From an optimization exercise on the open Yosys and OpenROAD flow, aimed at small area, a short achievable clock period and few clock cycles per item; shortcuts taken in it are not production practice. In this exercise RTL edits were held to simulation tests only and were not proved equivalent to the original. Power is estimated from default activity; no workload was simulated.

==> flow/design.v <==
`timescale 1ns/1ps
`default_nettype none
module fu_controller #(
	parameter int MAC_STAGES = 2
) (
	input  logic                  clk,
	input  logic                  rst_n,
	input  logic                  start,
	input  logic [5-1:0] num_steps,
	input  logic                  maxpool_mode,
	input  logic                  in_valid,
	output logic                  beat,        
	output logic                  op_pool,     
	output logic                  clr,         
	output logic                  copy_q,      
	output logic                  rd_valid_q,  
	output logic                  rd_pool_q,   
	output logic                  rd_last_q,   
	output logic                  busy
);
	localparam int FIN = MAC_STAGES;
	logic                  busy_q;
	logic                  loading_q;
	logic [5-1:0] rem_q;
	logic                  last1_q;
	logic                  mode_q;
	logic [FIN-1:0]        lpipe_q;    
	logic [FIN-1:0]        mpipe_q;    
	logic                  pend_q;
	logic                  pmode_q;
	logic [2:0]            cnt_q;
	logic                  cpool_q;
	logic [3:0]            free_q;
	logic                  len_q;      
	logic                  flush_q;
	logic                  take;
	logic                  is_last;
	logic                  loading_d;
	logic                  fin;
	logic                  pending;
	logic                  pmode;
	logic                  pend_d;
	logic [2:0]            cnt_d;
	logic                  n_pending;
	logic                  n_pmode;
	logic [3:0]            free_d;
	logic [3:0]            free_dec;
	logic [3:0]            free_job;
	logic                  len_d;
	logic                  busy_d;
	assign take    = start && !busy_q;
	assign beat    = rst_n && loading_q && in_valid;
	assign is_last = beat && last1_q;
	assign loading_d = take || (loading_q && !is_last);
	assign fin     = lpipe_q[FIN-1];
	assign pending = fin || pend_q;
	assign pmode   = fin ? mpipe_q[FIN-1] : pmode_q;
	assign pend_d  = pending && !copy_q;
	assign cnt_d   = copy_q ? (cpool_q ? 3'd2 : 3'd4) : ((cnt_q != 3'd0) ? cnt_q - 3'd1 : 3'd0);
	if (FIN > 1) begin : g_next
		assign n_pending = lpipe_q[FIN-2] || pend_d;
		assign n_pmode   = lpipe_q[FIN-2] ? mpipe_q[FIN-2] : pmode;
	end else begin : g_next_now
		assign n_pending = is_last || pend_d;
		assign n_pmode   = is_last ? mode_q : pmode;
	end
	assign free_dec = (free_q != 4'd0) ? free_q - 4'd1 : 4'd0;
	assign free_job = ((free_q > 4'(FIN)) ? free_q : 4'(FIN)) + (mode_q ? 4'd1 : 4'd3);
	assign free_d   = is_last ? free_job : free_dec;
	assign len_d    = is_last ? mode_q : len_q;
	assign busy_d   = loading_d || (is_last ? (free_job > (mode_q ? 4'(FIN + 2) : 4'(FIN + 4)))
	                                        : (free_dec > (len_q ? 4'(FIN + 2) : 4'(FIN + 4))));
	always_ff @(posedge clk) begin
		if (!rst_n) begin
			busy_q     <= 1'b0;
			loading_q  <= 1'b0;
			lpipe_q    <= '0;
			pend_q     <= 1'b0;
			cnt_q      <= 3'd0;
			copy_q     <= 1'b0;
			rd_valid_q <= 1'b0;
			rd_last_q  <= 1'b0;
			free_q     <= 4'd0;
		end else begin
			busy_q     <= busy_d;
			loading_q  <= loading_d;
			lpipe_q    <= FIN'({lpipe_q, is_last});
			pend_q     <= pend_d;
			cnt_q      <= cnt_d;
			copy_q     <= n_pending && (cnt_d <= 3'd1);
			rd_valid_q <= (cnt_d != 3'd0);
			rd_last_q  <= (cnt_d == 3'd1);
			free_q     <= free_d;
		end
	end
	always_ff @(posedge clk) begin
		flush_q <= !rst_n;
	end
	always_ff @(posedge clk) begin
		if (take) begin
			rem_q   <= num_steps;
			last1_q <= (num_steps == 5'(1));
			mode_q  <= maxpool_mode;
		end else if (beat) begin
			rem_q   <= rem_q - 1'b1;
			last1_q <= (rem_q == 5'(2));
		end
		mpipe_q <= FIN'({mpipe_q, mode_q});
		pmode_q <= pmode;
		cpool_q <= n_pmode;
		len_q   <= len_d;
		if (copy_q) begin
			rd_pool_q <= cpool_q;
		end
	end
	assign op_pool = mode_q;
	assign clr     = copy_q || !rst_n || flush_q;
	assign busy    = busy_q;
endmodule
`default_nettype wire
`timescale 1ns/1ps
`default_nettype none
module skew_fifo_array (
	input  logic                                        clk,
	input  logic                                        beat,
	input  logic                                        pool,
	input  logic [4*16-1:0] ifm_data,
	input  logic [4*16-1:0] wgt_data,
	output logic [4*16-1:0] ifm_q,
	output logic [4*8-1:0]              one_q,
	output logic [4*8-1:0]              two_q,
	output logic [4*8-1:0]              neg_q
);
	localparam int N = 4;
	localparam int W = 16;
	always_ff @(posedge clk) begin
		ifm_q[0*W +: W] <= ifm_data[0*W +: W];
		ifm_q[1*W +: W] <= pool ? ifm_data[2*W +: W] : ifm_data[1*W +: W];
		ifm_q[2*W +: W] <= pool ? ifm_data[1*W +: W] : ifm_data[2*W +: W];
		ifm_q[3*W +: W] <= ifm_data[3*W +: W];
	end
	for (genvar c = 0; c < N; c++) begin : g_lane
		logic [W:0] b;
		assign b = {wgt_data[c*W +: W], 1'b0};
		for (genvar j = 0; j < 8; j++) begin : g_digit
			logic lo, mid, hi;
			assign lo  = b[2*j];
			assign mid = b[2*j+1];
			assign hi  = b[2*j+2];
			always_ff @(posedge clk) begin
				one_q[c*8+j] <= beat && (mid ^ lo);
				two_q[c*8+j] <= beat && ((hi && !mid && !lo) || (!hi && mid && lo));
				neg_q[c*8+j] <= beat && hi;
			end
		end
	end
endmodule
`default_nettype wire
`timescale 1ns/1ps
`default_nettype none
module fa_cell (
	input  logic a,
	input  logic b,
	input  logic c,
	output logic s,
	output logic co
);
	assign s  = a ^ b ^ c;
	assign co = (a & b) | (a & c) | (b & c);
endmodule
module ha_cell (
	input  logic a,
	input  logic b,
	output logic s,
	output logic co
);
	assign s  = a ^ b;
	assign co = a & b;
endmodule
module mac_pe (
	input  logic        clk,
	input  logic        clr,
	input  logic [15:0] a,
	input  logic [7:0]  one,
	input  logic [7:0]  two,
	input  logic [7:0]  neg,
	output logic [15:0] sum
);
	logic p0, p1, p2, p3, p4, p5, p6, p7, p8, p9, p10, p11, p12, p13, p14, p15, p16, p17, p18, p19, p20, p21, p22, p23, p24, p25, p26, p27, p28, p29, p30, p31, p32, p33, p34, p35, p36, p37, p38, p39, p40, p41, p42, p43, p44, p45, p46, p47, p48, p49, p50, p51, p52, p53, p54, p55, p56, p57, p58, p59, p60, p61, p62, p63, p64, p65, p66, p67, p68, p69, p70, p71, p72, p73, p74, p75, p76, p77, p78, p79, p80, p81, p82, p83, p84, p85, p86, p87, p88, p89, p90, p91, p92, p93, p94, p95, p96, p97, p98, p99, p100, p101, p102, p103, p104, p105, p106, p107, p108, p109, p110, p111, p112, p113, p114, p115, p116, p117, p118, p119, p120, p121, p122, p123, p124, p125, p126, p127, p128, p129, p130, p131, p132, p133, p134, p135, p136, p137, p138, p139, p140, p141, p142, p143, p144, p145, p146, p147, p148, p149, p150, p151, p152, p153, p154, p155, p156, p157, p158, p159, p160, p161, p162;
	logic q0, q1, q2, q3, q4, q5, q6, q7, q8, q9, q10, q11, q12, q13, q14, q15, q16, q17, q18, q19, q20, q21, q22, q23, q24, q25, q26, q27, q28, q29, q30, q31, q32, q33, q34, q35, q36, q37, q38, q39, q40, q41;
	logic [15:0] m0, m0_q;
	logic [15:0] m1, m1_q;
	logic [15:0] m2, m2_q;
	logic [15:0] s0, s1, acc;
	assign p0 = ((one[0] & a[0]) | (two[0] & 1'b0)) ^ neg[0];
	assign p1 = ((one[0] & a[1]) | (two[0] & a[0])) ^ neg[0];
	assign p2 = ((one[0] & a[2]) | (two[0] & a[1])) ^ neg[0];
	assign p3 = ((one[0] & a[3]) | (two[0] & a[2])) ^ neg[0];
	assign p4 = ((one[0] & a[4]) | (two[0] & a[3])) ^ neg[0];
	assign p5 = ((one[0] & a[5]) | (two[0] & a[4])) ^ neg[0];
	assign p6 = ((one[0] & a[6]) | (two[0] & a[5])) ^ neg[0];
	assign p7 = ((one[0] & a[7]) | (two[0] & a[6])) ^ neg[0];
	assign p8 = ((one[0] & a[8]) | (two[0] & a[7])) ^ neg[0];
	assign p9 = ((one[0] & a[9]) | (two[0] & a[8])) ^ neg[0];
	assign p10 = ((one[0] & a[10]) | (two[0] & a[9])) ^ neg[0];
	assign p11 = ((one[0] & a[11]) | (two[0] & a[10])) ^ neg[0];
	assign p12 = ((one[0] & a[12]) | (two[0] & a[11])) ^ neg[0];
	assign p13 = ((one[0] & a[13]) | (two[0] & a[12])) ^ neg[0];
	assign p14 = ((one[0] & a[14]) | (two[0] & a[13])) ^ neg[0];
	assign p15 = ((one[0] & a[15]) | (two[0] & a[14])) ^ neg[0];
	assign p16 = ((one[1] & a[0]) | (two[1] & 1'b0)) ^ neg[1];
	assign p17 = ((one[1] & a[1]) | (two[1] & a[0])) ^ neg[1];
	assign p18 = ((one[1] & a[2]) | (two[1] & a[1])) ^ neg[1];
	assign p19 = ((one[1] & a[3]) | (two[1] & a[2])) ^ neg[1];
	assign p20 = ((one[1] & a[4]) | (two[1] & a[3])) ^ neg[1];
	assign p21 = ((one[1] & a[5]) | (two[1] & a[4])) ^ neg[1];
	assign p22 = ((one[1] & a[6]) | (two[1] & a[5])) ^ neg[1];
	assign p23 = ((one[1] & a[7]) | (two[1] & a[6])) ^ neg[1];
	assign p24 = ((one[1] & a[8]) | (two[1] & a[7])) ^ neg[1];
	assign p25 = ((one[1] & a[9]) | (two[1] & a[8])) ^ neg[1];
	assign p26 = ((one[1] & a[10]) | (two[1] & a[9])) ^ neg[1];
	assign p27 = ((one[1] & a[11]) | (two[1] & a[10])) ^ neg[1];
	assign p28 = ((one[1] & a[12]) | (two[1] & a[11])) ^ neg[1];
	assign p29 = ((one[1] & a[13]) | (two[1] & a[12])) ^ neg[1];
	assign p30 = ((one[2] & a[0]) | (two[2] & 1'b0)) ^ neg[2];
	assign p31 = ((one[2] & a[1]) | (two[2] & a[0])) ^ neg[2];
	assign p32 = ((one[2] & a[2]) | (two[2] & a[1])) ^ neg[2];
	assign p33 = ((one[2] & a[3]) | (two[2] & a[2])) ^ neg[2];
	assign p34 = ((one[2] & a[4]) | (two[2] & a[3])) ^ neg[2];
	assign p35 = ((one[2] & a[5]) | (two[2] & a[4])) ^ neg[2];
	assign p36 = ((one[2] & a[6]) | (two[2] & a[5])) ^ neg[2];
	assign p37 = ((one[2] & a[7]) | (two[2] & a[6])) ^ neg[2];
	assign p38 = ((one[2] & a[8]) | (two[2] & a[7])) ^ neg[2];
	assign p39 = ((one[2] & a[9]) | (two[2] & a[8])) ^ neg[2];
	assign p40 = ((one[2] & a[10]) | (two[2] & a[9])) ^ neg[2];
	assign p41 = ((one[2] & a[11]) | (two[2] & a[10])) ^ neg[2];
	assign p42 = ((one[3] & a[0]) | (two[3] & 1'b0)) ^ neg[3];
	assign p43 = ((one[3] & a[1]) | (two[3] & a[0])) ^ neg[3];
	assign p44 = ((one[3] & a[2]) | (two[3] & a[1])) ^ neg[3];
	assign p45 = ((one[3] & a[3]) | (two[3] & a[2])) ^ neg[3];
	assign p46 = ((one[3] & a[4]) | (two[3] & a[3])) ^ neg[3];
	assign p47 = ((one[3] & a[5]) | (two[3] & a[4])) ^ neg[3];
	assign p48 = ((one[3] & a[6]) | (two[3] & a[5])) ^ neg[3];
	assign p49 = ((one[3] & a[7]) | (two[3] & a[6])) ^ neg[3];
	assign p50 = ((one[3] & a[8]) | (two[3] & a[7])) ^ neg[3];
	assign p51 = ((one[3] & a[9]) | (two[3] & a[8])) ^ neg[3];
	assign p52 = ((one[4] & a[0]) | (two[4] & 1'b0)) ^ neg[4];
	assign p53 = ((one[4] & a[1]) | (two[4] & a[0])) ^ neg[4];
	assign p54 = ((one[4] & a[2]) | (two[4] & a[1])) ^ neg[4];
	assign p55 = ((one[4] & a[3]) | (two[4] & a[2])) ^ neg[4];
	assign p56 = ((one[4] & a[4]) | (two[4] & a[3])) ^ neg[4];
	assign p57 = ((one[4] & a[5]) | (two[4] & a[4])) ^ neg[4];
	assign p58 = ((one[4] & a[6]) | (two[4] & a[5])) ^ neg[4];
	assign p59 = ((one[4] & a[7]) | (two[4] & a[6])) ^ neg[4];
	assign p60 = ((one[5] & a[0]) | (two[5] & 1'b0)) ^ neg[5];
	assign p61 = ((one[5] & a[1]) | (two[5] & a[0])) ^ neg[5];
	assign p62 = ((one[5] & a[2]) | (two[5] & a[1])) ^ neg[5];
	assign p63 = ((one[5] & a[3]) | (two[5] & a[2])) ^ neg[5];
	assign p64 = ((one[5] & a[4]) | (two[5] & a[3])) ^ neg[5];
	assign p65 = ((one[5] & a[5]) | (two[5] & a[4])) ^ neg[5];
	assign p66 = (one[6] & a[0]) | (two[6] & 1'b0);
	assign p67 = (one[6] & a[1]) | (two[6] & a[0]);
	assign p68 = (one[6] & a[2]) | (two[6] & a[1]);
	assign p69 = (one[6] & a[3]) | (two[6] & a[2]);
	assign p70 = p66;
	assign p71 = p67 ^ (neg[6] & (p66));
	assign p72 = p68 ^ (neg[6] & (p66 | p67));
	assign p73 = p69 ^ (neg[6] & (p66 | p67 | p68));
	assign p74 = one[7] & a[0];
	assign p75 = (one[7] & (a[1] ^ (neg[7] & a[0]))) | (two[7] & a[0]);
	assign p76 = neg[1] ^ p2;
	assign p77 = neg[1] & p2;
	assign p78 = p3 ^ p17;
	assign p79 = p3 & p17;
	assign p80 = neg[2] ^ p4 ^ p18;
	assign p81 = (neg[2] & p4) | (neg[2] & p18) | (p4 & p18);
	assign p82 = p30 ^ p79;
	assign p83 = p30 & p79;
	assign p84 = p5 ^ p19 ^ p31;
	assign p85 = (p5 & p19) | (p5 & p31) | (p19 & p31);
	assign p86 = p81 ^ p83;
	assign p87 = p81 & p83;
	assign p88 = neg[3] ^ p6 ^ p20;
	assign p89 = (neg[3] & p6) | (neg[3] & p20) | (p6 & p20);
	assign p90 = p32 ^ p42 ^ p85;
	assign p91 = (p32 & p42) | (p32 & p85) | (p42 & p85);
	assign p92 = p88 ^ p87;
	assign p93 = p88 & p87;
	assign p94 = p7 ^ p21 ^ p33;
	assign p95 = (p7 & p21) | (p7 & p33) | (p21 & p33);
	assign p96 = p43 ^ p89 ^ p94;
	assign p97 = (p43 & p89) | (p43 & p94) | (p89 & p94);
	assign p98 = p91 ^ p93;
	assign p99 = p91 & p93;
	assign p100 = neg[4] ^ p8 ^ p22;
	assign p101 = (neg[4] & p8) | (neg[4] & p22) | (p8 & p22);
	assign p102 = p34 ^ p44 ^ p52;
	assign p103 = (p34 & p44) | (p34 & p52) | (p44 & p52);
	assign p104 = p95 ^ p100 ^ p102;
	assign p105 = (p95 & p100) | (p95 & p102) | (p100 & p102);
	assign p106 = p97 ^ p104;
	assign p107 = p97 & p104;
	assign p108 = p9 ^ p23 ^ p35;
	assign p109 = (p9 & p23) | (p9 & p35) | (p23 & p35);
	assign p110 = p45 ^ p53 ^ p101;
	assign p111 = (p45 & p53) | (p45 & p101) | (p53 & p101);
	assign p112 = p103 ^ p108 ^ p105;
	assign p113 = (p103 & p108) | (p103 & p105) | (p108 & p105);
	assign p114 = p110 ^ p107;
	assign p115 = p110 & p107;
	assign p116 = neg[5] ^ p10 ^ p24;
	assign p117 = (neg[5] & p10) | (neg[5] & p24) | (p10 & p24);
	assign p118 = p36 ^ p46 ^ p54;
	assign p119 = (p36 & p46) | (p36 & p54) | (p46 & p54);
	assign p120 = p60 ^ p109 ^ p116;
	assign p121 = (p60 & p109) | (p60 & p116) | (p109 & p116);
	assign p122 = p118 ^ p111 ^ p120;
	assign p123 = (p118 & p111) | (p118 & p120) | (p111 & p120);
	assign p124 = p11 ^ p25 ^ p37;
	assign p125 = (p11 & p25) | (p11 & p37) | (p25 & p37);
	assign p126 = p47 ^ p55 ^ p61;
	assign p127 = (p47 & p55) | (p47 & p61) | (p55 & p61);
	assign p128 = p117 ^ p119 ^ p124;
	assign p129 = (p117 & p119) | (p117 & p124) | (p119 & p124);
	assign p130 = p126 ^ p121;
	assign p131 = p126 & p121;
	assign p132 = p12 ^ p26 ^ p38;
	assign p133 = (p12 & p26) | (p12 & p38) | (p26 & p38);
	assign p134 = p48 ^ p56 ^ p62;
	assign p135 = (p48 & p56) | (p48 & p62) | (p56 & p62);
	assign p136 = p125 ^ p127 ^ p70;
	assign p137 = (p125 & p127) | (p125 & p70) | (p127 & p70);
	assign p138 = p132 ^ p134 ^ p129;
	assign p139 = (p132 & p134) | (p132 & p129) | (p134 & p129);
	assign p140 = p13 ^ p27 ^ p39;
	assign p141 = (p13 & p27) | (p13 & p39) | (p27 & p39);
	assign p142 = p49 ^ p57 ^ p63;
	assign p143 = (p49 & p57) | (p49 & p63) | (p57 & p63);
	assign p144 = p133 ^ p135 ^ p71;
	assign p145 = (p133 & p135) | (p133 & p71) | (p135 & p71);
	assign p146 = p140 ^ p142 ^ p137;
	assign p147 = (p140 & p142) | (p140 & p137) | (p142 & p137);
	assign p148 = p14 ^ p28 ^ p40;
	assign p149 = (p14 & p28) | (p14 & p40) | (p28 & p40);
	assign p150 = p50 ^ p58 ^ p64;
	assign p151 = (p50 & p58) | (p50 & p64) | (p58 & p64);
	assign p152 = p74 ^ p141 ^ p143;
	assign p153 = (p74 & p141) | (p74 & p143) | (p141 & p143);
	assign p154 = p72 ^ p148 ^ p150;
	assign p155 = (p72 & p148) | (p72 & p150) | (p148 & p150);
	assign p156 = p145 ^ p152;
	assign p157 = p145 & p152;
	assign p158 = p15 ^ p29 ^ p41;
	assign p159 = p51 ^ p59 ^ p65;
	assign p160 = p149 ^ p151 ^ p73;
	assign p161 = p75 ^ p158 ^ p159;
	assign p162 = p153 ^ p155 ^ p160;
	assign m0 = {p161, p154, p144, p136, p128, p113, p112, p99, p96, p90, p84, p80, p77, p16, p1, p0};
	assign m1 = {p157, p147, p139, p131, p123, p115, p114, p106, p98, p92, p86, p82, p78, p76, 1'b0, neg[0]};
	assign m2 = {p162, p156, p146, p138, p130, p122, 1'b0, 1'b0, 1'b0, 1'b0, 1'b0, 1'b0, 1'b0, 1'b0, 1'b0, 1'b0};
	always_ff @(posedge clk) begin
		m0_q <= m0;
		m1_q <= m1;
		m2_q <= m2;
	end
	assign q0 = m0_q[10] ^ m1_q[10];
	assign q1 = m0_q[10] & m1_q[10];
	assign q2 = m0_q[11] ^ m1_q[11] ^ m2_q[11];
	assign q3 = (m0_q[11] & m1_q[11]) | (m0_q[11] & m2_q[11]) | (m1_q[11] & m2_q[11]);
	assign q4 = m0_q[12] ^ m1_q[12] ^ m2_q[12];
	assign q5 = (m0_q[12] & m1_q[12]) | (m0_q[12] & m2_q[12]) | (m1_q[12] & m2_q[12]);
	assign q6 = m0_q[13] ^ m1_q[13] ^ m2_q[13];
	assign q7 = (m0_q[13] & m1_q[13]) | (m0_q[13] & m2_q[13]) | (m1_q[13] & m2_q[13]);
	assign q8 = m0_q[14] ^ m1_q[14] ^ m2_q[14];
	assign q9 = (m0_q[14] & m1_q[14]) | (m0_q[14] & m2_q[14]) | (m1_q[14] & m2_q[14]);
	assign q10 = m0_q[15] ^ m1_q[15] ^ m2_q[15];
	assign q11 = m0_q[0] ^ m1_q[0];
	assign q12 = m0_q[0] & m1_q[0];
	assign q13 = m0_q[1] ^ acc[1];
	assign q14 = m0_q[1] & acc[1];
	assign q15 = m0_q[2] ^ m1_q[2] ^ acc[2];
	assign q16 = (m0_q[2] & m1_q[2]) | (m0_q[2] & acc[2]) | (m1_q[2] & acc[2]);
	assign q17 = m0_q[3] ^ m1_q[3] ^ acc[3];
	assign q18 = (m0_q[3] & m1_q[3]) | (m0_q[3] & acc[3]) | (m1_q[3] & acc[3]);
	assign q19 = m0_q[4] ^ m1_q[4] ^ acc[4];
	assign q20 = (m0_q[4] & m1_q[4]) | (m0_q[4] & acc[4]) | (m1_q[4] & acc[4]);
	assign q21 = m0_q[5] ^ m1_q[5] ^ acc[5];
	assign q22 = (m0_q[5] & m1_q[5]) | (m0_q[5] & acc[5]) | (m1_q[5] & acc[5]);
	assign q23 = m0_q[6] ^ m1_q[6] ^ acc[6];
	assign q24 = (m0_q[6] & m1_q[6]) | (m0_q[6] & acc[6]) | (m1_q[6] & acc[6]);
	assign q25 = m0_q[7] ^ m1_q[7] ^ acc[7];
	assign q26 = (m0_q[7] & m1_q[7]) | (m0_q[7] & acc[7]) | (m1_q[7] & acc[7]);
	assign q27 = m0_q[8] ^ m1_q[8] ^ acc[8];
	assign q28 = (m0_q[8] & m1_q[8]) | (m0_q[8] & acc[8]) | (m1_q[8] & acc[8]);
	assign q29 = m0_q[9] ^ m1_q[9] ^ acc[9];
	assign q30 = (m0_q[9] & m1_q[9]) | (m0_q[9] & acc[9]) | (m1_q[9] & acc[9]);
	assign q31 = m2_q[10] ^ acc[10] ^ q0;
	assign q32 = (m2_q[10] & acc[10]) | (m2_q[10] & q0) | (acc[10] & q0);
	assign q33 = acc[11] ^ q1 ^ q2;
	assign q34 = (acc[11] & q1) | (acc[11] & q2) | (q1 & q2);
	assign q35 = acc[12] ^ q3 ^ q4;
	assign q36 = (acc[12] & q3) | (acc[12] & q4) | (q3 & q4);
	assign q37 = acc[13] ^ q5 ^ q6;
	assign q38 = (acc[13] & q5) | (acc[13] & q6) | (q5 & q6);
	assign q39 = acc[14] ^ q7 ^ q8;
	assign q40 = (acc[14] & q7) | (acc[14] & q8) | (q7 & q8);
	assign q41 = acc[15] ^ q9 ^ q10;
	assign s0 = {q40, q38, q36, q34, q32, q30, q28, q26, q24, q22, q20, q18, q16, q14, q12, q11};
	assign s1 = {q41, q39, q37, q35, q33, q31, q29, q27, q25, q23, q21, q19, q17, q15, q13, acc[0]};
	assign sum = s0 + s1;
	always_ff @(posedge clk) begin
		acc <= clr ? '0 : sum;
	end
endmodule
module pe_array (
	input  logic                                               clk,
	input  logic                                               clr,
	input  logic [4*16-1:0]        ifm_in,
	input  logic [4*8-1:0]                     one,
	input  logic [4*8-1:0]                     two,
	input  logic [4*8-1:0]                     neg,
	output logic [4*4*16-1:0] sum
);
	localparam int N = 4;
	localparam int W = 16;
	for (genvar r = 0; r < N; r++) begin : g_row
		for (genvar c = 0; c < N; c++) begin : g_col
			mac_pe pe (
				.clk   ( clk                     ),
				.clr   ( clr                     ),
				.a     ( ifm_in[r*W +: W]        ),
				.one   ( one[c*8 +: 8]           ),
				.two   ( two[c*8 +: 8]           ),
				.neg   ( neg[c*8 +: 8]           ),
				.sum   ( sum[(r*N+c)*W +: W]     )
			);
		end
	end
endmodule
`default_nettype wire
`timescale 1ns/1ps
`default_nettype none
module ofm_output_stage (
	input  logic                                                          clk,
	input  logic                                                          rst_n,
	input  logic                                                          copy,
	input  logic [4*4*16-1:0] acc,
	input  logic                                                          rd_valid,
	input  logic                                                          rd_pool,
	input  logic                                                          rd_last,
	output logic                                                          ofm_valid,
	output logic                                                          done,
	output logic [4*16-1:0]                   ofm_data
);
	localparam int N = 4;
	localparam int W = 16;
	localparam int R = N * W;
	logic [R-1:0] sh0, sh1, sh2, sh3;
	logic [R-1:0] sel;
	always_ff @(posedge clk) begin
		sh0 <= copy ? acc[0*R +: R] : sh1;
		sh1 <= copy ? acc[1*R +: R] : sh2;
		sh2 <= copy ? acc[2*R +: R] : sh3;
		sh3 <= acc[3*R +: R];
	end
	for (genvar j = 0; j < N; j++) begin : g_lane
		logic [W-1:0] row;
		assign row = sh0[j*W +: W];
		if (j < N / 2) begin : g_pool
			logic [W-1:0] v0, v1, v2, v3, m;
			logic         ge01, ge02, ge03, ge12, ge13, ge23;
			logic         s0, s1, s2, s3, allneg;
			assign v0 = sh0[2*j*W +: W];
			assign v1 = sh0[(2*j+1)*W +: W];
			assign v2 = sh2[2*j*W +: W];
			assign v3 = sh2[(2*j+1)*W +: W];
			assign ge01 = $signed(v0) >= $signed(v1);
			assign ge02 = $signed(v0) >= $signed(v2);
			assign ge03 = $signed(v0) >= $signed(v3);
			assign ge12 = $signed(v1) >= $signed(v2);
			assign ge13 = $signed(v1) >= $signed(v3);
			assign ge23 = $signed(v2) >= $signed(v3);
			assign s0 = ge01 && ge02 && ge03;
			assign s1 = !ge01 && ge12 && ge13;
			assign s2 = !ge02 && !ge12 && ge23;
			assign s3 = !ge03 && !ge13 && !ge23;
			assign allneg = v0[W-1] && v1[W-1] && v2[W-1] && v3[W-1];
			assign m = ({W{s0}} & v0) | ({W{s1}} & v1) | ({W{s2}} & v2) | ({W{s3}} & v3);
			assign sel[j*W +: W] = rd_pool ? (allneg ? '0 : m) : (row[W-1] ? '0 : row);
		end else begin : g_plain
			assign sel[j*W +: W] = (rd_pool || row[W-1]) ? '0 : row;
		end
	end
	always_ff @(posedge clk) begin
		if (!rst_n) begin
			ofm_valid <= 1'b0;
			done      <= 1'b0;
		end else begin
			ofm_valid <= rd_valid;
			done      <= rd_valid && rd_last;
		end
	end
	always_ff @(posedge clk) begin
		ofm_data <= sel;
	end
endmodule
`default_nettype wire
`timescale 1ns/1ps
`default_nettype none
module functional_unit (
	input  logic                                        clk,
	input  logic                                        rst_n,
	input  logic                                        start,
	input  logic [5-1:0]                       num_steps,
	input  logic                                        maxpool_mode,
	input  logic                                        in_valid,
	input  logic [4*16-1:0] ifm_data,
	input  logic [4*16-1:0] wgt_data,
	output logic                                        done,
	output logic                                        busy,
	output logic                                        ofm_valid,
	output logic [4*16-1:0] ofm_data
);
	localparam int N = 4;
	localparam int W = 16;
	logic [N*W-1:0]   ifm_q;
	logic [N*8-1:0]   one_q;
	logic [N*8-1:0]   two_q;
	logic [N*8-1:0]   neg_q;
	logic [N*N*W-1:0] sum;
	logic             beat;
	logic             op_pool;
	logic             clr;
	logic             copy_q;
	logic             rd_valid_q;
	logic             rd_pool_q;
	logic             rd_last_q;
	fu_controller control (
		.clk          ( clk          ),
		.rst_n        ( rst_n        ),
		.start        ( start        ),
		.num_steps    ( num_steps    ),
		.maxpool_mode ( maxpool_mode ),
		.in_valid     ( in_valid     ),
		.beat         ( beat         ),
		.op_pool      ( op_pool      ),
		.clr          ( clr          ),
		.copy_q       ( copy_q       ),
		.rd_valid_q   ( rd_valid_q   ),
		.rd_pool_q    ( rd_pool_q    ),
		.rd_last_q    ( rd_last_q    ),
		.busy         ( busy         )
	);
	skew_fifo_array operands (
		.clk      ( clk      ),
		.beat     ( beat     ),
		.pool     ( op_pool  ),
		.ifm_data ( ifm_data ),
		.wgt_data ( wgt_data ),
		.ifm_q    ( ifm_q    ),
		.one_q    ( one_q    ),
		.two_q    ( two_q    ),
		.neg_q    ( neg_q    )
	);
	pe_array pe_grid (
		.clk    ( clk     ),
		.clr    ( clr     ),
		.ifm_in ( ifm_q   ),
		.one    ( one_q   ),
		.two    ( two_q   ),
		.neg    ( neg_q   ),
		.sum    ( sum     )
	);
	ofm_output_stage ofm_stage (
		.clk       ( clk        ),
		.rst_n     ( rst_n      ),
		.copy      ( copy_q     ),
		.acc       ( sum        ),
		.rd_valid  ( rd_valid_q ),
		.rd_pool   ( rd_pool_q  ),
		.rd_last   ( rd_last_q  ),
		.ofm_valid ( ofm_valid  ),
		.done      ( done       ),
		.ofm_data  ( ofm_data   )
	);
endmodule
`default_nettype wire
==> flow/run.sh <==
#!/bin/bash
# synth_recipe.tcl (not shown) runs the flow's synth.tcl, then flattens the netlist and writes it again
# the make line also repeats each setting of config.mk as NAME=value (left out here)
make -C /OpenROAD-flow-scripts/flow DESIGN_CONFIG=/design/flow/config.mk WORK_HOME=/design/flow/orfs CLKGATE_MAP_FILE= SYNTH_SCRIPT=/design/flow/synth_recipe.tcl finish
==> flow/config.mk <==
export PLATFORM = sky130hd
export DESIGN_NAME = functional_unit
export DESIGN_NICKNAME = functional_unit
export VERILOG_FILES = /design/flow/design.v
export SDC_FILE = /design/flow/constraint.sdc
export NUM_CORES = 4
export LEC_CHECK = 0
export CAP_MARGIN = 20
export CORE_MARGIN = 2
export CORE_UTILIZATION = 40
export SETUP_SLACK_MARGIN = 5
export SLEW_MARGIN = 20
==> flow/constraint.sdc <==
create_clock -name core_clock -period 8.0 [get_ports {clk}]
set_input_delay 1.6000 -clock core_clock [delete_from_list [all_inputs] [get_ports {clk}]]
set_output_delay 1.6000 -clock core_clock [all_outputs]
set_load 0.01 [all_outputs]
==> results of run 1 <==
routing by layer:
layer  routed length, µm  part of all wire (%)
met4               17100                   5.2
met2              136000                    41
met1              136000                    41
met5                  73                 0.022
met3               42000                    13
final timing paths:
kind                                                   end  cells past startpoint
worst max-delay path             ofm_stage.sh2[62]$_DFF_P_                     11
worst min-delay path            control.mpipe_q[1]$_DFF_P_                      0
worst max register to register   ofm_stage.sh2[62]$_DFF_P_                     11
worst min register to register  control.mpipe_q[1]$_DFF_P_                      0
layout make-up:
type | count | share of cell area, %
clock buffers | 214 | 4.15
repair buffers | 458 | 4.86
diodes | 7 | 0.0166
well taps | 3026 | 3.59
inverters | 841 | 3.02
flip-flops and latches | 1347 | 26.0
clock inverters | 60 | 0.789
multi-input cells | 6413 | 57.5
sequential cells by signal, indices dropped and copies added (netlist names), 2 cells and up:
register	flops
control.cnt_q	3
control.mpipe_q	2
operands.one_q	32
pe_grid.g_row.g_col.pe.acc	256
ofm_stage.sh3	64
control.free_q	4
pe_grid.g_row.g_col.pe.m2_q	96
ofm_stage.sh2	64
ofm_stage.sh1	64
operands.two_q	32
operands.neg_q	32
ofm_stage.ofm_data	64
pe_grid.g_row.g_col.pe.m0_q	256
ofm_stage.sh0	64
control.rem_q	5
operands.ifm_q	64
control.lpipe_q	2
pe_grid.g_row.g_col.pe.m1_q	228
where the power goes:
| group | internal [mW] | leakage [nW] | switching [mW] |
|---|---|---|---|
| clock network | 4.35 | 2.53 | 3.07 |
| registers | 7.77 | 11.1 | 1.13 |
| logic | 3.36 | 30.2 | 4.77 |
| total | 15.5 | 43.9 | 8.97 |
per-stage QoR:
step,util [%],hold slack [ns],power [mW],setup slack (ns)
after global placement,42.0,0.330,15.9,3.96
after global routing,45.9,0.364,25.6,4.88
after detailed placement,42.0,0.347,16.0,4.06
final,45.9,0.358,24.4,4.93
after floorplan,-,0.326,13.3,5.01
after CTS,45.0,0.360,23.9,4.94
logic make-up (layout without fill, tap and decap cells):
kind of cell | count (synthesis) | in the layout | synth area share, %
AOI/OAI and AO/OA | 1922 | 1922 | 14.6
buffers and inverters | 1545 | 1573 | 6.35
xor gates and xnor gates | 1520 | 1520 | 14.5
adders and majority gates | 1432 | 1432 | 25.9
and+or+nand+nor | 1367 | 1370 | 7.31
DFF | 1347 | 1347 | 29.4
muxes | 167 | 167 | 2.04
other | 1 | 9 | 0.00407
Yosys cell counts, types with 15 or more instances:
cell                        instances
sky130_fd_sc_hd__a222oi_1          15
sky130_fd_sc_hd__fa_1             785
sky130_fd_sc_hd__o21bai_1          40
sky130_fd_sc_hd__clkbuf_1         472
sky130_fd_sc_hd__o22ai_1           19
sky130_fd_sc_hd__dfxtp_1         1338
sky130_fd_sc_hd__o2111ai_1         17
sky130_fd_sc_hd__nand2_1          432
sky130_fd_sc_hd__a31oi_1           33
sky130_fd_sc_hd__nor2_1           276
sky130_fd_sc_hd__xnor2_1         1055
sky130_fd_sc_hd__and2_1           285
sky130_fd_sc_hd__nand4_1           44
sky130_fd_sc_hd__o21a_1            20
sky130_fd_sc_hd__xor2_1           465
sky130_fd_sc_hd__or3_1             29
sky130_fd_sc_hd__nand2b_1          23
sky130_fd_sc_hd__buf_1            222
sky130_fd_sc_hd__ha_1             647
sky130_fd_sc_hd__a22oi_1         1007
sky130_fd_sc_hd__o21ai_0          184
sky130_fd_sc_hd__a21o_1            90
sky130_fd_sc_hd__a211oi_1          40
sky130_fd_sc_hd__inv_1            833
sky130_fd_sc_hd__nor2b_1           34
sky130_fd_sc_hd__a22o_1            29
sky130_fd_sc_hd__mux2_2           161
sky130_fd_sc_hd__and3_1            30
sky130_fd_sc_hd__a32oi_1           33
sky130_fd_sc_hd__nor3_1           100
sky130_fd_sc_hd__nand3_1           55
sky130_fd_sc_hd__a21oi_1          288
what timing repair did:
action,CTS,global route
endpoints found under the setup margin,572,223
setup buffers,55,59
cloned,3,6
resized for setup,598,340
pin swaps,49,109
==> impl_results.rst, run 1 <==
.. list-table::
   :header-rows: 1

   * - Metric
     - Value
   * - Setup slack of the worst register-to-register path
     - 4.93 ns
   * - Pwr/cell area
     - 232 nW/µm²
   * - Number of synthesis warnings
     - 4
   * - Number of enable-type register cells in the synthesized netlist
     - 9
   * - Placement row count
     - 176
   * - Ys async rst share
     - 0%
   * - Vias per inst
     - 5.83
   * - Kind of end point of the critical path
     - flip-flop
   * - Sequence of cells on the critical path
     - fa_1, inv_1, fa_1, inv_2, ha_4, inv_4, a2111o_1, a21oi_2, o21ai_2, nor3b_4, o31ai_2
   * - Buffer depth of the longest clock path
     - 3
   * - Global placer's final weighted congestion
     - 0.878
   * - Gr busiest metal
     - met2
   * - Mean post-synth cell area
     - 9.90 µm²
   * - Vias in the first global route
     - 73300
   * - Number of buffers created by CTS
     - 153
   * - Crit path buf inv count
     - 3
   * - Met3 usage
     - 8.68%
   * - Data arrival at the endpoint of the critical path
     - 3.78 ns
   * - Pre-Repair DR Iteration Count
     - 7
   * - Launch point of the worst reg-to-reg path
     - pe_grid.g_row[2].g_col[3].pe.m2_q[11]$_DFF_P_
   * - Final critical delay including setup and external delays
     - 3.07 ns
   * - Worst-Margin Slew
     - 1.15 ns
   * - Synthesized netlist cell count
     - 9301
   * - Vias after detailed routing
     - 72100
   * - Distinct cell type count after synthesis
     - 85
   * - Dominant delay contributor by cell family on the critical path
     - adder cells
   * - Number of antenna violations at the first check in global routing
     - 17
   * - Worst min-delay path class
     - flip-flop to flip-flop
   * - Largest voltage drop on the vdd net
     - 0.180 mV
   * - Fmax
     - 325 MHz
   * - Post-route non-filler standard cell count
     - 12400
   * - Setup repair after global routing missed its margin
     - yes
   * - Worst rel slew slack
     - 22.7%
   * - Antenna-violating nets left
     - 0
   * - Final period utilization
     - 38.4%
   * - #FFs+latches synth
     - 1347
   * - Largest incremental delay on the critical path
     - 0.52 ns
   * - Source of the worst hold timing path
     - control.mpipe_q[0]$_DFF_P_
   * - TritonCTS sink count
     - 1347
   * - Cells after DPL
     - 12000
   * - Boundary Pins
     - 205
   * - TritonCTS clock tree
     - done
   * - Die W
     - 484 µm
   * - Residual DRC count
     - 0
   * - Wire length of the first global-routing pass
     - 478000 µm
   * - Clock latency on the worst-skew pair
     - 0.84 ns
   * - Ratio of cells with drive above 1 in the final layout
     - 12.4%
   * - Category of the worst setup path launch point
     - flip-flop
   * - Maximum number of pins on one net before global-route repair
     - 146
   * - Finished Cell Area
     - 105000 µm²
   * - Area occupied by multi-input gates
     - 60600 µm²
   * - Hold buffer count at CTS
     - 0
   * - Commonest cells after routing, fill and taps aside
     - 1161 x sky130_fd_sc_hd__dfxtp_1, 1050 x sky130_fd_sc_hd__xnor2_1, 1007 x sky130_fd_sc_hd__a22oi_1
   * - Largest clock skew in the final design
     - 0.0447 ns
   * - Drt first-iter violations
     - 8141
   * - Area share of the leading cell type in the synthesized netlist
     - 29.1%
   * - Filler Cells Inserted
     - 21300
   * - Die Y-Extent
     - 484 µm
   * - Global-route met2 utilization
     - 39.3%
   * - Relative area change from synthesis to final layout
     - 14.4%
   * - Final net count
     - 10800
   * - Ranking of synthesized cells by area
     - sky130_fd_sc_hd__dfxtp_1 29%, sky130_fd_sc_hd__fa_1 17%, sky130_fd_sc_hd__xnor2_1 10%
   * - Input/output buffers
     - 204
   * - Global routing met1 resource utilization
     - 36.8%
   * - Cell type of the slowest stage on the worst timing path
     - sky130_fd_sc_hd__fa_1
   * - Leakage power figure
     - 43.9 nW
   * - Count of pins over their slew limit
     - 0
   * - Launch point of the critical path
     - pe_grid.g_row[2].g_col[3].pe.m2_q[11]$_DFF_P_
   * - Library cell with the largest summed area after synthesis
     - sky130_fd_sc_hd__dfxtp_1
   * - Effective utilization at floorplan
     - 40.1%
   * - Setup TNS after final layout
     - 0 ns
   * - Die Footprint
     - 234000 µm²
   * - Kind of critical path
     - flip-flop to flip-flop
   * - Synth Cell Area
     - 92100 µm²
   * - Clk pin slew, worst setup/hold paths
     - 0.07 ns
   * - Placed cell area
     - 96400 µm²
   * - Core box area
     - 229000 µm²
   * - Data required time at the worst endpoint
     - 8.71 ns
   * - Storage element area
     - 27400 µm²
   * - Hold Violations, Final
     - 0
   * - Commonest register cell after synthesis
     - sky130_fd_sc_hd__dfxtp_1
   * - Outcome
     - finished clean
   * - Most common cell after layout, fill and taps aside
     - sky130_fd_sc_hd__dfxtp_1
   * - Grt total ovfl
     - 0
   * - Total detailed-routing wirelength
     - 331000 µm
   * - Htree depth
     - 4
   * - DR WL/cell
     - 26.8 µm
   * - Cell repeated most along the worst path
     - sky130_fd_sc_hd__fa_1
   * - Max-capacitance violation count
     - 0
   * - Setup violation total in the final timing report
     - 0
   * - Worst-path fanout max
     - 2
   * - Share of synthesized area occupied by flip-flops and latches
     - 29.4%
   * - Global router's overall resource usage
     - 27.0%
   * - Detailed placement HPWL
     - 203000 µm
   * - Root Buffer Master
     - sky130_fd_sc_hd__clkbuf_16
Testbench counts, summed over its fixed seeds: cycles 3,181, jobs 320.
==> inputs of run 2 (changes only) <==
--- a/flow/config.mk
+++ b/flow/config.mk
@@ -8,5 +8,7 @@
 export CAP_MARGIN = 20
 export CORE_MARGIN = 2
 export CORE_UTILIZATION = 40
+export CTS_CLUSTER_DIAMETER = 80
+export CTS_CLUSTER_SIZE = 24
 export SETUP_SLACK_MARGIN = 5
 export SLEW_MARGIN = 20
==> impl_results.rst, run 2 <==
.. list-table::
   :header-rows: 1

   * - Metric
     - Value
   * - Pre-Repair DR Iteration Count
     - 7
   * - Most common cell after layout, fill and taps aside
     - sky130_fd_sc_hd__dfxtp_1
   * - Htree depth
     - 3
   * - Clock latency on the worst-skew pair
     - 0.78 ns
   * - Synthesized netlist cell count
     - 9301
   * - Buffer depth of the longest clock path
     - 3
   * - Setup slack of the worst register-to-register path
     - 4.92 ns
   * - Vias per inst
     - 5.83
   * - Worst-path fanout max
     - 15
   * - Worst min-delay path class
     - flip-flop to flip-flop
   * - Storage element area
     - 27400 µm²
   * - Input/output buffers
     - 204
   * - Die Y-Extent
     - 484 µm
   * - Die W
     - 484 µm
   * - Outcome
     - finished clean
   * - Final net count
     - 10700
   * - Vias in the first global route
     - 72700
   * - Placement row count
     - 176
   * - Combinational share of power
     - 36.3%
   * - DR WL/cell
     - 26.9 µm
   * - Worst rel slew slack
     - 22.6%
   * - Detailed placement HPWL
     - 203000 µm
   * - Global router's overall resource usage
     - 26.9%
   * - Largest clock skew in the final design
     - 0.0365 ns
   * - Setup TNS after final layout
     - 0 ns
   * - Net switching power of the design
     - 8.88 mW
   * - Share of synthesized area occupied by flip-flops and latches
     - 29.4%
   * - Largest incremental delay on the critical path
     - 0.57 ns
   * - TritonCTS sink count
     - 1347
   * - Hold Violations, Final
     - 0
   * - Drt first-iter violations
     - 8370
   * - Commonest cells after routing, fill and taps aside
     - 1170 x sky130_fd_sc_hd__dfxtp_1, 1050 x sky130_fd_sc_hd__xnor2_1, 1007 x sky130_fd_sc_hd__a22oi_1
   * - Ys async rst share
     - 0%
   * - Cell with the most instances after synthesis
     - sky130_fd_sc_hd__dfxtp_1
   * - Pwr/cell area
     - 217 nW/µm²
   * - Ratio of cells with drive above 1 in the final layout
     - 11.3%
   * - Final period utilization
     - 38.6%
   * - Count of pins over their slew limit
     - 0
   * - Filler Cells Inserted
     - 21500
   * - Max-capacitance violation count
     - 0
   * - TritonCTS clock tree
     - done
   * - Kind of end point of the critical path
     - flip-flop
   * - Number of synthesis warnings
     - 4
   * - Switching part of the total
     - 39.4%
   * - Leakage power figure
     - 43.0 nW
   * - Residual DRC count
     - 0
   * - Number of antenna violations at the first check in global routing
     - 22
   * - Category of the worst setup path launch point
     - flip-flop
   * - Die Footprint
     - 234000 µm²
   * - Data arrival at the endpoint of the critical path
     - 3.70 ns
   * - Core box area
     - 229000 µm²
   * - Largest voltage drop on the vdd net
     - 0.189 mV
   * - Internal Power
     - 13.6 mW
   * - Register share of total power
     - 39.5%
   * - Area occupied by multi-input gates
     - 60700 µm²
   * - Number of buffers created by CTS
     - 92
   * - Library cell with the largest summed area after synthesis
     - sky130_fd_sc_hd__dfxtp_1
   * - Synth Cell Area
     - 92100 µm²
   * - Vias after detailed routing
     - 71400
   * - #FFs+latches synth
     - 1347
   * - Fmax
     - 324 MHz
   * - Final core area utilization
     - 45.2%
   * - Sequence of cells on the critical path
     - clkinvlp_4, ha_4, nand4_1, or4_4, a21oi_2, a2111oi_2, mux2i_2, nor4b_4, buf_12, a222oi_1, o21ai_1
   * - Data required time at the worst endpoint
     - 8.61 ns
   * - Number of enable-type register cells in the synthesized netlist
     - 9
   * - Setup repair after global routing missed its margin
     - yes
   * - Global placer's final weighted congestion
     - 0.878
   * - Boundary Pins
     - 205
   * - Dominant delay contributor by cell family on the critical path
     - simple AND/OR/NAND/NOR gates
   * - Area share of the leading cell type in the synthesized netlist
     - 29.1%
   * - Antenna-violating nets left
     - 0
   * - Total detailed-routing wirelength
     - 330000 µm
   * - Kind of critical path
     - flip-flop to flip-flop
   * - Relative area change from synthesis to final layout
     - 12.7%
   * - Ranking of synthesized cells by area
     - sky130_fd_sc_hd__dfxtp_1 29%, sky130_fd_sc_hd__fa_1 17%, sky130_fd_sc_hd__xnor2_1 10%
   * - Commonest register cell after synthesis
     - sky130_fd_sc_hd__dfxtp_1
   * - Worst-Margin Slew
     - 1.16 ns
   * - Wire length of the first global-routing pass
     - 477000 µm
   * - Clk pin slew, worst setup/hold paths
     - 0.10 ns
   * - Top Registers
     - pe_grid.g_row.g_col.pe.acc (256), pe_grid.g_row.g_col.pe.m0_q (256), pe_grid.g_row.g_col.pe.m1_q (228)
   * - Portion of total power attributed to the clock network
     - 24.2%
   * - Distinct cell type count after synthesis
     - 85
   * - Maximum number of pins on one net before global-route repair
     - 146
   * - Grt total ovfl
     - 0
   * - Effective utilization at floorplan
     - 40.1%
   * - Setup violation total in the final timing report
     - 0
   * - Root Buffer Master
     - sky130_fd_sc_hd__clkbuf_16
   * - Final critical delay including setup and external delays
     - 3.08 ns
   * - Mean post-synth cell area
     - 9.90 µm²
   * - Crit path buf inv count
     - 2
   * - Commonest cells post-synth
     - 1338 x sky130_fd_sc_hd__dfxtp_1, 1055 x sky130_fd_sc_hd__xnor2_1, 1007 x sky130_fd_sc_hd__a22oi_1
   * - Cell type of the slowest stage on the worst timing path
     - sky130_fd_sc_hd__or4_4
-- run 2: stage by stage --
step                      hold slack (ns)  std cells  power, mW  instance area [µm²]  setup slack [ns]
after floorplan                     0.326       9302       13.3                92100              5.01
after global placement              0.330      12000       15.9                96400              3.96
after detailed placement            0.347      12000       16.0                96400              4.06
after CTS                           0.364      12200       21.9               102000              4.93
after global routing                0.369      12300       23.6               104000              4.79
final                               0.363      12300       22.5               104000              4.92
-- run 2: kinds of logic after synthesis --
family / share of synthesized area [%]
xor gates and xnor gates: 14.5
other: 0.00407
muxes: 2.04
adders and majority gates: 25.9
DFF: 29.4
and+or+nand+nor: 7.31
buffers and inverters: 6.35
AOI/OAI and AO/OA: 14.6
-- run 2: worst paths after layout --
| check | startpoint | endpoint | cells past startpoint |
|---|---|---|---|
| worst min-delay path | control.mpipe_q[0]$_DFF_P_ | control.mpipe_q[1]$_DFF_P_ | 0 |
| worst max-delay path | ofm_stage.sh2[15]$_DFF_P_ | ofm_stage.ofm_data[0]$_DFF_P_ | 11 |
| worst min register to register | control.mpipe_q[0]$_DFF_P_ | control.mpipe_q[1]$_DFF_P_ | 0 |
| worst max register to register | ofm_stage.sh2[15]$_DFF_P_ | ofm_stage.ofm_data[0]$_DFF_P_ | 11 |
-- run 2: power groups by stage --
stage	sequential (mW)	clock [mW]	combinational, mW
floorplan	8.30	0	5.04
finish	8.88	5.45	8.17
global route	8.94	5.76	8.94
CTS	8.85	5.54	7.55
detailed placement	9.01	0	7.00
global placement	9.01	0	6.84
-- run 2: layout make-up --
class	instances	area share (%)
multi-input combinational	6413	58.5
tap	3026	3.65
inverter	841	3.07
clock inverter	63	0.850
clock buffer	104	2.37
sequential	1347	26.4
timing repair buffer	464	5.15
antenna	6	0.0145
-- run 2: repair_timing --
| item | 4_1_cts | 5_1_grt |
|---|---|---|
| pin swaps | 47 | 100 |
| setup buffers | 58 | 62 |
| setup endpoints to repair | 581 | 382 |
| cloned | 2 | 7 |
| hold buffers | 0 | 0 |
| gates resized for setup | 511 | 324 |
-- run 2: metal layers --
layer,routed length [µm],vias up,part of all wire [%],global-route usage [%]
met5,188,-,0.057,0
li1,-,30900,-,-
met2,135000,4329,41,38.9
met1,138000,35300,42,37.2
met4,16300,16,4.9,11.3
met3,40600,936,12,7.73
==> inputs of run 3 (changes only) <==
--- a/flow/config.mk
+++ b/flow/config.mk
@@ -5,6 +5,7 @@
 export SDC_FILE = /design/flow/constraint.sdc
 export NUM_CORES = 4
 export LEC_CHECK = 0
+export ABC_AREA = 1
 export CAP_MARGIN = 20
 export CORE_MARGIN = 2
 export CORE_UTILIZATION = 40
==> impl_results.rst, run 3 <==
.. list-table::
   :header-rows: 1

   * - Metric
     - Value
   * - Kind of critical path
     - flip-flop to flip-flop
   * - Outcome
     - finished clean
   * - Worst-Margin Slew
     - 0.998 ns
   * - Core box area
     - 228000 µm²
   * - Buffer depth of the longest clock path
     - 3
   * - Max-capacitance violation count
     - 0
   * - Worst rel slew slack
     - 33.2%
   * - Input/output buffers
     - 204
   * - Minimum setup slack in the final design
     - 5.00 ns
   * - Boundary Pins
     - 205
   * - Die W
     - 483 µm
   * - Distinct cell type count after synthesis
     - 55
   * - Antenna-violating nets left
     - 0
   * - DR WL/cell
     - 25.8 µm
   * - Synth Cell Area
     - 91800 µm²
   * - Global router's overall resource usage
     - 27.8%
   * - Total detailed-routing wirelength
     - 345000 µm
   * - #FFs+latches synth
     - 1347
   * - Final net count
     - 11800
   * - Final core area utilization
     - 45.5%
   * - Commonest cells post-synth
     - 1376 x sky130_fd_sc_hd__inv_1, 1338 x sky130_fd_sc_hd__dfxtp_1, 1297 x sky130_fd_sc_hd__xor2_1
   * - Switching part of the total
     - 43.4%
   * - Residual DRC count
     - 0
   * - Metal2 WL
     - 138000 µm
   * - Kind of end point of the critical path
     - flip-flop
   * - Commonest register cell after synthesis
     - sky130_fd_sc_hd__dfxtp_1
   * - Maximum number of pins on one net before global-route repair
     - 151
   * - Most common cell after layout, fill and taps aside
     - sky130_fd_sc_hd__inv_1
   * - Wire length of the first global-routing pass
     - 491000 µm
   * - Post-route non-filler standard cell count
     - 13400
   * - Number of antenna violations at the first check in global routing
     - 21
   * - Setup repair after global routing missed its margin
     - yes
   * - Category of the worst setup path launch point
     - flip-flop
   * - Leakage power figure
     - 49.0 nW
   * - Top layer in use
     - met5
   * - Grt total ovfl
     - 0
   * - Fmax
     - 333 MHz
   * - Number of enable-type register cells in the synthesized netlist
     - 9
   * - Post-Route M1 WL
     - 148000 µm
   * - Area share of the leading cell type in the synthesized netlist
     - 29.2%
   * - Detailed placement HPWL
     - 228000 µm
   * - Routed length on met3
     - 42800 µm
   * - Vias in the first global route
     - 75400
   * - Vias after detailed routing
     - 75900
   * - Final period utilization
     - 37.6%
   * - Pre-Repair DR Iteration Count
     - 9
   * - Data required time at the worst endpoint
     - 8.69 ns
   * - Count of pins over their slew limit
     - 0
   * - Setup Slack @ Placement
     - 3.25 ns
   * - Net switching power of the design
     - 10.8 mW
   * - Die Y-Extent
     - 483 µm
   * - Cells after DPL
     - 13000
   * - Global placer's final weighted congestion
     - 0.919
   * - Data arrival at the endpoint of the critical path
     - 3.69 ns
   * - Effective utilization at floorplan
     - 40.3%
   * - Clk pin slew, worst setup/hold paths
     - 0.09 ns
   * - Ratio of cells with drive above 1 in the final layout
     - 8.73%
   * - Htree depth
     - 3
   * - Die Footprint
     - 233000 µm²
   * - Commonest cells after routing, fill and taps aside
     - 1330 x sky130_fd_sc_hd__inv_1, 1278 x sky130_fd_sc_hd__xor2_1, 1236 x sky130_fd_sc_hd__dfxtp_1
   * - Setup violation total in the final timing report
     - 0
   * - Pwr/cell area
     - 241 nW/µm²
   * - Largest voltage drop on the vdd net
     - 0.203 mV
   * - Combinational share of power
     - 40.1%
   * - Final critical delay including setup and external delays
     - 3.00 ns
   * - Final worst hold slack
     - 0.354 ns
   * - Root Buffer Master
     - sky130_fd_sc_hd__clkbuf_16
   * - Drt first-iter violations
     - 8655
   * - Total power of the final layout
     - 25.0 mW
   * - Cell with the most instances after synthesis
     - sky130_fd_sc_hd__inv_1
   * - TritonCTS clock tree
     - done
   * - Top Registers
     - pe_grid.g_row.g_col.pe.acc (256), pe_grid.g_row.g_col.pe.m0_q (256), pe_grid.g_row.g_col.pe.m1_q (228)
   * - Number of synthesis warnings
     - 4
   * - Relative area change from synthesis to final layout
     - 13.0%
   * - Ys async rst share
     - 0%
   * - Number of buffers created by CTS
     - 105
   * - Ranking of synthesized cells by area
     - sky130_fd_sc_hd__dfxtp_1 29%, sky130_fd_sc_hd__fa_1 17%, sky130_fd_sc_hd__xor2_1 12%
   * - Largest clock skew in the final design
     - 0.0717 ns
   * - Library cell with the largest summed area after synthesis
     - sky130_fd_sc_hd__dfxtp_1
   * - Register share of total power
     - 35.7%
   * - Share of synthesized area occupied by flip-flops and latches
     - 29.5%
   * - Placement row count
     - 175
   * - Synthesized netlist cell count
     - 10300
   * - Internal Power
     - 14.1 mW
   * - TritonCTS sink count
     - 1347
   * - Clock latency on the worst-skew pair
     - 0.83 ns
   * - Placed cell area
     - 96200 µm²
   * - Portion of total power attributed to the clock network
     - 24.2%
   * - Mean post-synth cell area
     - 8.91 µm²
   * - Finished Cell Area
     - 104000 µm²
   * - Vias per inst
     - 5.68
   * - Setup TNS after final layout
     - 0 ns
   * - Worst-path fanout max
     - 21
   * - Worst min-delay path class
     - flip-flop to flip-flop
   * - Hold Violations, Final
     - 0
   * - Hold buffer count at CTS
     - 0
-- run 3: changes by cell type after synthesis, moves of 160 or more --
cell / delta
sky130_fd_sc_hd__inv_1: +543
sky130_fd_sc_hd__o22ai_1: +989
sky130_fd_sc_hd__mux2_2: -160
sky130_fd_sc_hd__nand2_1: +637
sky130_fd_sc_hd__clkbuf_1: -172
sky130_fd_sc_hd__a22oi_1: -1007
sky130_fd_sc_hd__nand3_1: +165
sky130_fd_sc_hd__nor2_1: +332
sky130_fd_sc_hd__xnor2_1: -819
sky130_fd_sc_hd__o21ai_0: +217
sky130_fd_sc_hd__and2_1: -272
sky130_fd_sc_hd__xor2_1: +832
-- run 3: worst max-delay path, stage by stage (launching register included) --
cell and delay [ns]:
sky130_fd_sc_hd__dfxtp_4 0.44, sky130_fd_sc_hd__inv_6 0.24, sky130_fd_sc_hd__buf_6 0.28, sky130_fd_sc_hd__o22ai_1 0.14
sky130_fd_sc_hd__xor2_1 0.20, sky130_fd_sc_hd__fa_1 0.52, sky130_fd_sc_hd__inv_1 0.05, sky130_fd_sc_hd__fa_1 0.47
sky130_fd_sc_hd__inv_1 0.04, sky130_fd_sc_hd__ha_1 0.17, sky130_fd_sc_hd__ha_1 0.29
-- run 3: cells by family after synthesis --
group	Yosys count	synth area share, %
buf+inv	2055	8.60
simple gates	2059	9.28
compound gates	1881	12.0
flops	1347	29.5
xor+xnor	1535	14.7
other cells	1	0.00408
fa+ha+maj	1432	25.9
mux	1	0.0123
-- run 3: final cells by class --
class,instances,area (µm²)
clock inverters,80,1210
diodes,9,22.5
repair inverters,9,71.3
fillers,21800,124000
inverters,1450,5780
repair buffers,441,4880
flip-flops and latches,1347,27300
well taps,3009,3760
multi-input cells,6910,58000
clock buffers,115,2710
-- run 3: worst paths after layout --
check	to	slack (ns)	cells past startpoint	from
max	pe_grid.g_row[1].g_col[3].pe.m1_q[9]$_DFF_P_	5.00	10	operands.one_q[27]$_DFF_P_
min	control.mpipe_q[1]$_DFF_P_	0.35	0	control.mpipe_q[0]$_DFF_P_
max reg2reg	pe_grid.g_row[1].g_col[3].pe.m1_q[9]$_DFF_P_	5.00	10	operands.one_q[27]$_DFF_P_
min reg2reg	control.mpipe_q[1]$_DFF_P_	0.35	0	control.mpipe_q[0]$_DFF_P_
-- run 3: routing by layer --
layer | up-vias | track usage, %
li1 | 33200 | -
met5 | - | 0.0612
met2 | 4812 | 39.4
met3 | 1029 | 8.42
met1 | 36900 | 39.3
met4 | 16 | 10.9
-- run 3: power by group through the flow --
stage | clock (mW) | sequential (mW) | combinational, mW
after floorplan | 0 | 8.39 | 6.16
after global routing | 6.43 | 8.97 | 11.0
final | 6.05 | 8.90 | 10.0
after CTS | 6.16 | 8.87 | 9.17
after global placement | 0 | 9.01 | 8.71
after detailed placement | 0 | 9.01 | 8.84
-- run 3: what timing repair did --
item                       4_1_cts  5_1_grt
hold endpoints to repair         0        0
setup buffers                   30       63
setup endpoints to repair      767      300
pin swaps                       11       54
resized for setup              602      366
cloned                           9       15

[separate check: timing with driven ports]
How much do the figures lean on ideal ports? The routed layouts below were timed once more, with nothing changed but the port constraints. Step 1, drivers: a clkbuf_16 drives clk and a buf_2 each remaining input, both assumed. Step 2, shift: input delay + t, output delay - t, t = (earliest + latest rising clock arrival at the registers) / 2. This alone moves slack from input paths to output paths. Slacks: ideal ports / drivers / drivers and shift; pairs: ideal ports / drivers.
run | t, ns | setup slack, ns | worst hold slack (ns) | worst register clock-pin slew, ns
run 1 | 0.907 | 4.925 / 4.925 / 4.452 | 0.358 / 0.358 / 0.358 | 0.07 / 0.07
run 2 | 0.851 | 4.915 / 4.915 / 4.488 | 0.363 / 0.363 / 0.363 | 0.10 / 0.10
run 3 | 0.881 | 4.996 / 4.975 / 4.283 | 0.354 / 0.354 / 0.354 | 0.10 / 0.10
After both steps setup and hold are still met in every run listed. The setup slack of run 3, which loses most, moves by -0.021 ns with the drivers and by -0.713 ns with both steps.
